From an optimization exercise on the open Yosys and OpenROAD flow, aimed at small area and a short achievable clock period; shortcuts taken in it are not production practice.
Function was checked by simulation only, so behaviour that the tests miss may differ from the original.
Power and IR drop assume default switching activity.

== oak ==
==> flow/design.v (excerpt) <==
module pq_sorted_path
#(
    parameter int KEY_W = pq_pkg::PQ_KEY_W,
    parameter int VAL_W = pq_pkg::PQ_VAL_W,
    parameter int DEPTH = pq_pkg::PQ_DEPTH
) (
    input  logic                         system1000,
    input  logic                         system1000_rst,
    input  logic                         push_valid,
    output logic                         push_ready,
    input  logic [KEY_W-1:0]             push_key,
    input  logic [VAL_W-1:0]             push_val,
    input  logic                         pop_valid,
    output logic                         pop_ready,
    output logic                         out_valid,
    output logic [KEY_W-1:0]             out_key,
    output logic [VAL_W-1:0]             out_val,
    output logic [$clog2(DEPTH+1)-1:0]   count,
    output logic                         empty,
    output logic                         full
);
For scale: roughly 4500 cells after synthesis, ~1200 flip-flops, roughly 57000 sq um of cells after synthesis.
Settings: LEC_CHECK=0, CAP_MARGIN=20, CORE_MARGIN=2, CORE_UTILIZATION=55, CTS_BUF_LIST=sky130_fd_sc_hd__clkbuf_8, CTS_CLUSTER_DIAMETER=50, CTS_CLUSTER_SIZE=14, PLACE_DENSITY=0.65, SETUP_SLACK_MARGIN=2.5, SLEW_MARGIN=20, TNS_END_PERCENT=20; clock period 5.5 ns.
standard.sh (not shown) runs the stock make flow with config.mk's settings and CLKGATE_MAP_FILE= SYNTH_SCRIPT=/design/flow/synth_recipe.tcl, a recipe that flattens the netlist after the stock synthesis.
==> flow/flow/run.sh <==
#!/bin/bash
set -euo pipefail
CTS="-sink_clustering_enable -repair_clock_nets -sink_clustering_size 14 -sink_clustering_max_diameter 50 -buf_list sky130_fd_sc_hd__clkbuf_8 -dont_use_dummy_load"
bash standard.sh MATCH_CELL_FOOTPRINT=0 \
    "BUFFER_PORTS_ARGS=-buffer_cell sky130_fd_sc_hd__buf_2" \
    "CTS_ARGS=$CTS" finish > flow_make.log 2>&1
oak reached the end of the flow, and the finished layout is clean on the timing, DRC and antenna checks.
Input changes introduced in pine (baseline for comparison: oak):
Settings: a change of SETUP_SLACK_MARGIN from 2.5 to 2.25; a deleted TNS_END_PERCENT that had been 20.
Comparing pine and oak, the lower setup slack is on oak.
pine against oak: sequential share of cell area comparable, power share of the clock group fell 0.2 points, highest clock frequency the design can meet went up by 7.5 MHz, filler cell count in the final layout up 41, total power now sits lower.

========
Another version of the RTL of pq_sorted_path (not shown whole).
Size in the first run: ~1200 flip-flops, ~140 I/O pins.
==> flow/config.mk <==
export PLATFORM = sky130hd
export DESIGN_NAME = pq_sorted_path
export DESIGN_NICKNAME = pq_sorted_path
export VERILOG_FILES = /design/flow/design.v
export SDC_FILE = /design/flow/constraint.sdc
export NUM_CORES = 4
export LEC_CHECK = 0
export CAP_MARGIN = 20
export CORE_MARGIN = 2
export CORE_UTILIZATION = 55
export PLACE_DENSITY = 0.65
export SETUP_SLACK_MARGIN = 1.5
export SLEW_MARGIN = 20
==> flow/constraint.sdc <==
create_clock -name core_clock -period 5.5 [get_ports {system1000}]
set_input_delay 1.1000 -clock core_clock [delete_from_list [all_inputs] [get_ports {system1000}]]
set_output_delay 1.1000 -clock core_clock [all_outputs]
set_load 0.01 [all_outputs]
==> flow/flow/run.sh <==
#!/bin/bash
set -euo pipefail
bash standard.sh MATCH_CELL_FOOTPRINT=0 "BUFFER_PORTS_ARGS=-buffer_cell sky130_fd_sc_hd__buf_2" finish > flow_make.log 2>&1
The baseline finished with timing, DRC and antenna clean.
Change:
==> flow/run.sh (new file) <==
#!/bin/bash
# synth_recipe.tcl (not shown) runs the flow's synth.tcl, then flattens the netlist and writes it again
# the make line also repeats each setting of config.mk as NAME=value (left out here)
make -C /OpenROAD-flow-scripts/flow DESIGN_CONFIG=/design/flow/config.mk WORK_HOME=/design/flow/orfs CLKGATE_MAP_FILE= SYNTH_SCRIPT=/design/flow/synth_recipe.tcl finish
removed: flow/flow/run.sh
removed: flow/standard.sh
Result:
- clock-buffer cell count decreases by 28
- register-to-register slack gets better by 0.15 ns
- non-clock buffer count rises by 48
- hold slack gets better by 0.0069 ns
- sequential share of layout area fell by 0.48 points
- synthesized cell count is unchanged
- power falls slightly
- area after synthesis is unchanged

========
pq_sorted_path with an RTL version that a note above also has.
Size in the first run: about 1200 flip-flops.
## pq_sorted_path
module pq_sorted_path
#(
    parameter int KEY_W = pq_pkg::PQ_KEY_W,
    parameter int VAL_W = pq_pkg::PQ_VAL_W,
    parameter int DEPTH = pq_pkg::PQ_DEPTH
) (
    input  logic                         system1000,
    input  logic                         system1000_rst,
    input  logic                         push_valid,
    output logic                         push_ready,
    input  logic [KEY_W-1:0]             push_key,
    input  logic [VAL_W-1:0]             push_val,
    input  logic                         pop_valid,
    output logic                         pop_ready,
    output logic                         out_valid,
    output logic [KEY_W-1:0]             out_key,
    output logic [VAL_W-1:0]             out_val,
    output logic [$clog2(DEPTH+1)-1:0]   count,
    output logic                         empty,
    output logic                         full
);
==> flow/config.mk <==
export PLATFORM = sky130hd
export DESIGN_NAME = pq_sorted_path
export DESIGN_NICKNAME = pq_sorted_path
export VERILOG_FILES = /design/flow/design.v
export SDC_FILE = /design/flow/constraint.sdc
export NUM_CORES = 4
export LEC_CHECK = 0
export CAP_MARGIN = 20
export CORE_MARGIN = 2
export CORE_UTILIZATION = 55
export CTS_BUF_LIST = sky130_fd_sc_hd__clkbuf_8
export CTS_CLUSTER_DIAMETER = 50
export CTS_CLUSTER_SIZE = 14
export PLACE_DENSITY = 0.65
export SETUP_SLACK_MARGIN = 2.5
export SLEW_MARGIN = 20
==> flow/constraint.sdc <==
create_clock -name core_clock -period 5.5 [get_ports {system1000}]
set_input_delay 1.1000 -clock core_clock [delete_from_list [all_inputs] [get_ports {system1000}]]
set_output_delay 1.1000 -clock core_clock [all_outputs]
set_load 0.01 [all_outputs]
==> flow/flow/run.sh <==
#!/bin/bash
set -euo pipefail
CTS="-sink_clustering_enable -repair_clock_nets -sink_clustering_size 14 -sink_clustering_max_diameter 50 -buf_list sky130_fd_sc_hd__clkbuf_8 -dont_use_dummy_load"
bash standard.sh MATCH_CELL_FOOTPRINT=0 \
    "BUFFER_PORTS_ARGS=-buffer_cell sky130_fd_sc_hd__buf_2" \
    "CTS_ARGS=$CTS" finish > flow_make.log 2>&1
The first run finished with timing, DRC and antenna clean.
Next try:
SETUP_SLACK_MARGIN = 2.0   (was 2.5)
Result:
- via count decreases slightly
- critical path depth increases by 1
- hold slack gains 0.0044 ns
- worst setup slack loses 0.12 ns
- power decreases slightly
- design area decreases slightly
- clock skew decreases by 0.0039 ns
- wire length decreases slightly
- sequential power stays flat
- die area does not change
- cell count decreases slightly
Next try:
CORE_UTILIZATION = 60   (was 55)
PLACE_DENSITY = 0.7   (was 0.65)
SETUP_SLACK_MARGIN = 2.25   (was 2.0)
Result:
- routed wire length came out lower by 1.1%
- fmax is higher by 0.71%
- final area increases by 0.58%
Next try:
CORE_UTILIZATION = 55   (was 60)
PLACE_DENSITY = 0.65   (was 0.7)
SETUP_SLACK_MARGIN = 2.75   (was 2.25)
What happened: The changed run completed without violations; die area increases by 9.0%; global-route usage goes down by 2.7 points; routed wire length goes up by about 2.4%; synthesized area does not change; power rose by 2.9%; sequential share of layout area is lower by 1.7 points; final area rises by 3.1%; synthesized cell count is unchanged; setup slack gets better by 0.087 ns.

========
pq_sorted_path, a different RTL version from the one above (not shown whole).
Size: ~4500 cells after synthesis, about 1200 flip-flops.
make LEC_CHECK=0 CAP_MARGIN=20 CORE_MARGIN=2 CORE_UTILIZATION=55 CTS_BUF_LIST=sky130_fd_sc_hd__clkbuf_8 CTS_CLUSTER_DIAMETER=50 CTS_CLUSTER_SIZE=14 PLACE_DENSITY=0.65 SETUP_SLACK_MARGIN=2.25 SLEW_MARGIN=20 finish   # period 5.5 ns
run.sh (not shown) runs the stock make flow with config.mk's settings and CLKGATE_MAP_FILE= SYNTH_SCRIPT=/design/flow/synth_recipe.tcl, a recipe that flattens the netlist after the stock synthesis.
Stock flow here: none of the scripts above is used.
The baseline produced a clean layout.
Change:
==> flow/flow/run.sh (new file) <==
#!/bin/bash
set -euo pipefail
CTS="-sink_clustering_enable -repair_clock_nets -sink_clustering_size 14 -sink_clustering_max_diameter 50 -buf_list sky130_fd_sc_hd__clkbuf_8 -dont_use_dummy_load"
bash standard.sh MATCH_CELL_FOOTPRINT=0 \
    "BUFFER_PORTS_ARGS=-buffer_cell sky130_fd_sc_hd__buf_2" \
    "CTS_ARGS=$CTS" finish > flow_make.log 2>&1
==> flow/standard.sh (new file) <==
#!/bin/bash
# synth_recipe.tcl (not shown) runs the flow's synth.tcl, then flattens the netlist and writes it again
# the make line also repeats each setting of config.mk as NAME=value (left out here)
make -C /OpenROAD-flow-scripts/flow DESIGN_CONFIG=/design/flow/config.mk WORK_HOME=/design/flow/orfs CLKGATE_MAP_FILE= SYNTH_SCRIPT=/design/flow/synth_recipe.tcl "${@:-finish}"
Settings changed: SETUP_SLACK_MARGIN 2.25 to 2.0.
removed: flow/run.sh
Outcome: The changed run finished clean; via count came out lower by 3.2%; final cell count decreases by 3.8%; synthesized cell count does not change; utilization drops by 3.8 points; area after synthesis does not change; cell area is lower by about 6%; setup slack is worse by 0.20 ns; global-route usage goes down by 1.8 points; worst hold slack degrades by 0.0036 ns; power goes down by about 8%; routed wire length is lower by about 4.4%.
Change:
==> flow/run.sh (new file) <==
#!/bin/bash
# synth_recipe.tcl (not shown) runs the flow's synth.tcl, then flattens the netlist and writes it again
# the make line also repeats each setting of config.mk as NAME=value (left out here)
make -C /OpenROAD-flow-scripts/flow DESIGN_CONFIG=/design/flow/config.mk WORK_HOME=/design/flow/orfs CLKGATE_MAP_FILE= SYNTH_SCRIPT=/design/flow/synth_recipe.tcl finish
removed: flow/flow/run.sh
removed: flow/standard.sh
Result: Via count barely changes; sequential share of layout area drops by 2.0 points; combinational power climbs by a few percent; wire length drops slightly; power climbs by roughly a tenth; global-route usage drops by 0.62 points; setup slack gets better by 0.075 ns; cell count climbs by a few percent; synthesized cell count stays the same; non-clock buffer count climbs by 69.

========
The RTL this note starts from:
==> flow/design.v <==
package pq_pkg;
    localparam int PQ_KEY_W = 32;
    localparam int PQ_VAL_W = 32;
    localparam int PQ_DEPTH = 16;
    typedef struct packed {
        logic                valid;
        logic [PQ_KEY_W-1:0] key;
        logic [PQ_VAL_W-1:0] val;
    } pq_elem_t;
    typedef enum logic [1:0] {
        SHIFT_HOLD = 2'd0,
        SHIFT_UP   = 2'd1,
        SHIFT_DOWN = 2'd2,
        SHIFT_LOAD = 2'd3
    } pq_shift_e;
endpackage
module pq_key_gt
#(
    parameter int W = 32
) (
    input  logic [W-1:0] a,
    input  logic [W-1:0] b,
    output logic         gt
);
    localparam int LV = $clog2(W);
    logic [W-1:0] g [LV+1];
    logic [W-1:0] p [LV+1];
    always_comb begin
        for (int l = 0; l <= LV; l++) begin
            g[l] = '0;
            p[l] = '0;
        end
        g[0] = a & ~b;
        p[0] = a | ~b;
        for (int l = 1; l <= LV; l++) begin
            for (int n = 0; n < (W >> l); n++) begin
                g[l][n] = g[l-1][2*n+1] | (p[l-1][2*n+1] & g[l-1][2*n]);
                p[l][n] = p[l-1][2*n+1] & p[l-1][2*n];
            end
        end
        gt = g[LV][0];
    end
endmodule
module pq_sorted_path
#(
    parameter int KEY_W = pq_pkg::PQ_KEY_W,
    parameter int VAL_W = pq_pkg::PQ_VAL_W,
    parameter int DEPTH = pq_pkg::PQ_DEPTH
) (
    input  logic                         system1000,
    input  logic                         system1000_rst,
    input  logic                         push_valid,
    output logic                         push_ready,
    input  logic [KEY_W-1:0]             push_key,
    input  logic [VAL_W-1:0]             push_val,
    input  logic                         pop_valid,
    output logic                         pop_ready,
    output logic                         out_valid,
    output logic [KEY_W-1:0]             out_key,
    output logic [VAL_W-1:0]             out_val,
    output logic [$clog2(DEPTH+1)-1:0]   count,
    output logic                         empty,
    output logic                         full
);
    localparam int CNT_W = $clog2(DEPTH + 1);
    localparam int RW    = $clog2(DEPTH);
    logic [KEY_W-1:0] key_r  [DEPTH];
    logic [VAL_W-1:0] val_r  [DEPTH];
    logic [RW-1:0]    rank_r [DEPTH];
    logic [DEPTH-1:0] vld_r;
    logic [DEPTH-1:0] pend_r;      
    logic             has_pend_r;  
    logic [DEPTH-1:0] head_r;      
    logic [DEPTH-1:0] gt_r;        
    logic             push_fire_s;
    logic             pop_fire_s;
    logic [DEPTH-1:0] rkd_s;       
    logic [DEPTH-1:0] head_s;      
    logic [DEPTH-1:0] free_s;      
    logic [DEPTH-1:0] gt_s;        
    logic             has_pend_s;
    logic             pend_min_s;  
    logic [DEPTH-1:0] min_s;       
    logic             pop_head_s;
    logic             ins_s;       
    logic [DEPTH-1:0] wsel_s;      
    logic [DEPTH-1:0] gpos_s;      
    logic [DEPTH-1:0] first_s;
    logic [RW-1:0]    rkd_cnt_s;   
    logic [RW-1:0]    rkd_cnt1_s;  
    logic [RW-1:0]    ins_rank0_s; 
    logic [RW-1:0]    ins_rank1_s; 
    logic [RW-1:0]    ins_rank_s;  
    logic [CNT_W-1:0] cnt_nxt_s;
    logic [RW-1:0]    rank_nxt_s [DEPTH];
    logic [DEPTH-1:0] vld_nxt_s;
    logic [DEPTH-1:0] pend_nxt_s;
    logic [KEY_W-1:0] min_key_s;
    logic [VAL_W-1:0] min_val_s;
    assign pop_ready = ~empty;
    assign push_ready = ~full | pop_valid;
    assign push_fire_s = push_valid & push_ready;
    assign pop_fire_s  = pop_valid & pop_ready;
    for (genvar i = 0; i < DEPTH; i++) begin : g_cmp
        pq_key_gt #(.W(KEY_W)) u_gt (.a(key_r[i]), .b(push_key), .gt(gt_s[i]));
    end
    always_comb begin
        for (int i = 0; i < DEPTH; i++) begin
            rkd_s[i]  = vld_r[i] & ~pend_r[i];
            head_s[i] = head_r[i];
        end
    end
    assign has_pend_s = has_pend_r;
    assign pend_min_s = has_pend_s & (~|head_s | |(head_s & gt_r));
    assign min_s      = pend_min_s ? pend_r : head_s;
    assign pop_head_s = pop_fire_s & ~pend_min_s;
    assign ins_s      = has_pend_s & ~(pop_fire_s & pend_min_s);
    always_comb begin
        logic seen;
        seen = 1'b0;
        for (int i = 0; i < DEPTH; i++) begin
            free_s[i] = ~vld_r[i] & ~seen;
            seen      = seen | ~vld_r[i];
        end
    end
    assign wsel_s = full ? min_s : free_s;
    assign rkd_cnt_s  = RW'(count - CNT_W'(has_pend_s));
    assign rkd_cnt1_s = RW'(count - CNT_W'(has_pend_s) - CNT_W'(1));
    always_comb begin
        for (int p = 0; p < DEPTH; p++) begin
            gpos_s[p] = 1'b0;
            for (int i = 0; i < DEPTH; i++) begin
                gpos_s[p] = gpos_s[p] | (gt_r[i] & rkd_s[i] & (rank_r[i] == RW'(p)));
            end
        end
        first_s[0] = gpos_s[0];
        for (int p = 1; p < DEPTH; p++) begin
            first_s[p] = gpos_s[p] & ~gpos_s[p-1];
        end
        ins_rank0_s = (|gpos_s) ? RW'(0) : rkd_cnt_s;
        ins_rank1_s = (|gpos_s) ? RW'(0) : rkd_cnt1_s;
        for (int p = 1; p < DEPTH; p++) begin
            ins_rank0_s = ins_rank0_s | ({RW{first_s[p]}} & RW'(p));
            ins_rank1_s = ins_rank1_s | ({RW{first_s[p]}} & RW'(p - 1));
        end
    end
    assign ins_rank_s = pop_head_s ? ins_rank1_s : ins_rank0_s;
    always_comb begin
        min_key_s = '0;
        min_val_s = '0;
        for (int i = 0; i < DEPTH; i++) begin
            min_key_s = min_key_s | ({KEY_W{min_s[i]}} & key_r[i]);
            min_val_s = min_val_s | ({VAL_W{min_s[i]}} & val_r[i]);
        end
    end
    always_ff @(posedge system1000) begin
        for (int i = 0; i < DEPTH; i++) begin
            if (free_s[i] | (full & min_s[i] & push_valid & pop_valid)) begin
                key_r[i] <= push_key;
                val_r[i] <= push_val;
            end
        end
    end
    always_ff @(posedge system1000) begin
        gt_r       <= gt_s;
        pend_r     <= pend_nxt_s;
    end
    always_comb begin
        for (int i = 0; i < DEPTH; i++) begin
            if (pend_r[i]) begin
                rank_nxt_s[i] = ins_rank_s;
            end else if (ins_s & gt_r[i] & ~pop_head_s) begin
                rank_nxt_s[i] = rank_r[i] + RW'(1);
            end else if (pop_head_s & ~(ins_s & gt_r[i])) begin
                rank_nxt_s[i] = rank_r[i] - RW'(1);
            end else begin
                rank_nxt_s[i] = rank_r[i];
            end
        end
    end
    assign vld_nxt_s  = ({DEPTH{push_fire_s}} & wsel_s) | (vld_r & ~({DEPTH{pop_fire_s}} & min_s));
    assign pend_nxt_s = {DEPTH{push_fire_s}} & wsel_s;
    always_ff @(posedge system1000) begin
        for (int i = 0; i < DEPTH; i++) begin
            rank_r[i] <= rank_nxt_s[i];
        end
    end
    always_ff @(posedge system1000) begin
        if (system1000_rst) begin
            has_pend_r <= 1'b0;
            head_r     <= '0;
        end else begin
            has_pend_r <= push_fire_s;
            for (int i = 0; i < DEPTH; i++) begin
                head_r[i] <= vld_nxt_s[i] & ~pend_nxt_s[i] & (rank_nxt_s[i] == RW'(0));
            end
        end
    end
    always_ff @(posedge system1000) begin
        if (system1000_rst) begin
            vld_r <= '0;
        end else begin
            vld_r <= vld_nxt_s;
        end
    end
    always_comb begin
        cnt_nxt_s = count;
        if (push_fire_s && !pop_fire_s) begin
            cnt_nxt_s = count + CNT_W'(1'b1);
        end else if (pop_fire_s && !push_fire_s) begin
            cnt_nxt_s = count - CNT_W'(1'b1);
        end
    end
    always_ff @(posedge system1000) begin
        if (system1000_rst) begin
            count     <= '0;
            empty     <= 1'b1;
            full      <= 1'b0;
            out_valid <= 1'b0;
        end else begin
            count     <= cnt_nxt_s;
            empty     <= (cnt_nxt_s == CNT_W'(0));
            full      <= (cnt_nxt_s == CNT_W'(DEPTH));
            out_valid <= pop_fire_s;
        end
    end
    always_ff @(posedge system1000) begin
        out_key <= min_key_s;
        out_val <= min_val_s;
    end
endmodule
export LEC_CHECK = 0
export CAP_MARGIN = 20
export CORE_MARGIN = 2
export CORE_UTILIZATION = 55
export CTS_BUF_LIST = sky130_fd_sc_hd__clkbuf_8
export CTS_CLUSTER_DIAMETER = 50
export CTS_CLUSTER_SIZE = 14
export PLACE_DENSITY = 0.65
export SETUP_SLACK_MARGIN = 2.0
export SLEW_MARGIN = 20
export TNS_END_PERCENT = 5
create_clock -name core_clock -period 5.5 [get_ports {system1000}]
Stock flow here: none of the scripts above is used.
The starting point finished clean.
Rerun with:
--- a/flow/config.mk
+++ b/flow/config.mk
@@ -14,4 +14,3 @@
 export PLACE_DENSITY = 0.65
-export SETUP_SLACK_MARGIN = 2.0
+export SETUP_SLACK_MARGIN = 2.5
 export SLEW_MARGIN = 20
-export TNS_END_PERCENT = 5
The new run passed the timing, DRC and antenna checks.
Global-route usage goes up by 2.4 points.
Synthesized cell count is unchanged.
Final area goes up by 7.4%.
Rerun with:
--- a/flow/config.mk
+++ b/flow/config.mk
@@ -14,3 +14,3 @@
 export PLACE_DENSITY = 0.65
-export SETUP_SLACK_MARGIN = 2.5
+export SETUP_SLACK_MARGIN = 1.5
 export SLEW_MARGIN = 20
The new run produced a clean layout.
Sequential cell count stays the same.
Setup slack loses 260 ps.
Power decreases by a little under a tenth.
Final area went down by roughly a tenth.
Utilization goes down by 6.6 points.
Synthesized area does not change.
Rerun with:
--- a/flow/config.mk
+++ b/flow/config.mk
@@ -14,3 +14,3 @@
 export PLACE_DENSITY = 0.65
-export SETUP_SLACK_MARGIN = 1.5
+export SETUP_SLACK_MARGIN = 2.0
 export SLEW_MARGIN = 20
Routed wire length increases by about 6%.
Non-clock buffer count went up by 159.
Setup slack gets better by 340 ps.
Fmax increases by 9.3%.
Die area is unchanged.
Global-route usage rose by 2.2 points.
Cell area goes up by 5.5%.
Area after synthesis is unchanged.

-- re-timing with driven ports --
The flow's constraints put no driver on any port. The routed layouts listed below were extracted and timed again, unchanged, in two steps. Step 1, drivers: a clkbuf_16 drives system1000 and a buf_2 each remaining input, both assumed. Step 2, shift: input delay + t, output delay - t, t = (earliest + latest rising clock arrival at the registers) / 2. This alone moves slack from input paths to output paths. a / b / c = ideal ports / drivers / drivers and shift; a / b = the first two.
run	shift t [ns]	setup WS [ns]	clock arrival spread, ns
oak	0.915	1.932 / 1.983 / 1.068	0.097 / 0.096
pine	0.908	2.025 / 2.025 / 1.194	0.107 / 0.107
the first run of note 2	0.828	1.250 / 1.250 / 0.738	0.046 / 0.046
the second run of note 2	0.796	1.399 / 1.399 / 0.775	0.077 / 0.077
the first run of note 3	0.920	2.036 / 2.036 / 1.196	0.101 / 0.100
the second run of note 3	0.908	1.915 / 1.932 / 1.024	0.110 / 0.110
the third run of note 3	0.890	1.940 / 1.940 / 1.166	0.126 / 0.126
the fourth run of note 3	0.908	2.028 / 2.028 / 1.237	0.097 / 0.097
the first run of note 4	0.940	1.987 / 1.987 / 1.329	0.074 / 0.074
the second run of note 4	0.907	1.784 / 1.784 / 0.977	0.128 / 0.128
the third run of note 4	0.934	1.859 / 1.844 / 0.910	0.086 / 0.086
the first run of note 5	0.924	1.634 / 1.644 / 0.762	0.095 / 0.095
the second run of note 5	0.940	1.745 / 1.745 / 1.400	0.075 / 0.076
the third run of note 5	0.953	1.484 / 1.484 / 0.639	0.056 / 0.056
the fourth run of note 5	0.922	1.826 / 1.826 / 0.956	0.057 / 0.057
After both steps every run listed still meets setup and hold. The setup slack of the third run of note 4, which loses most, moves by -0.015 ns with the drivers and by -0.949 ns with both steps.
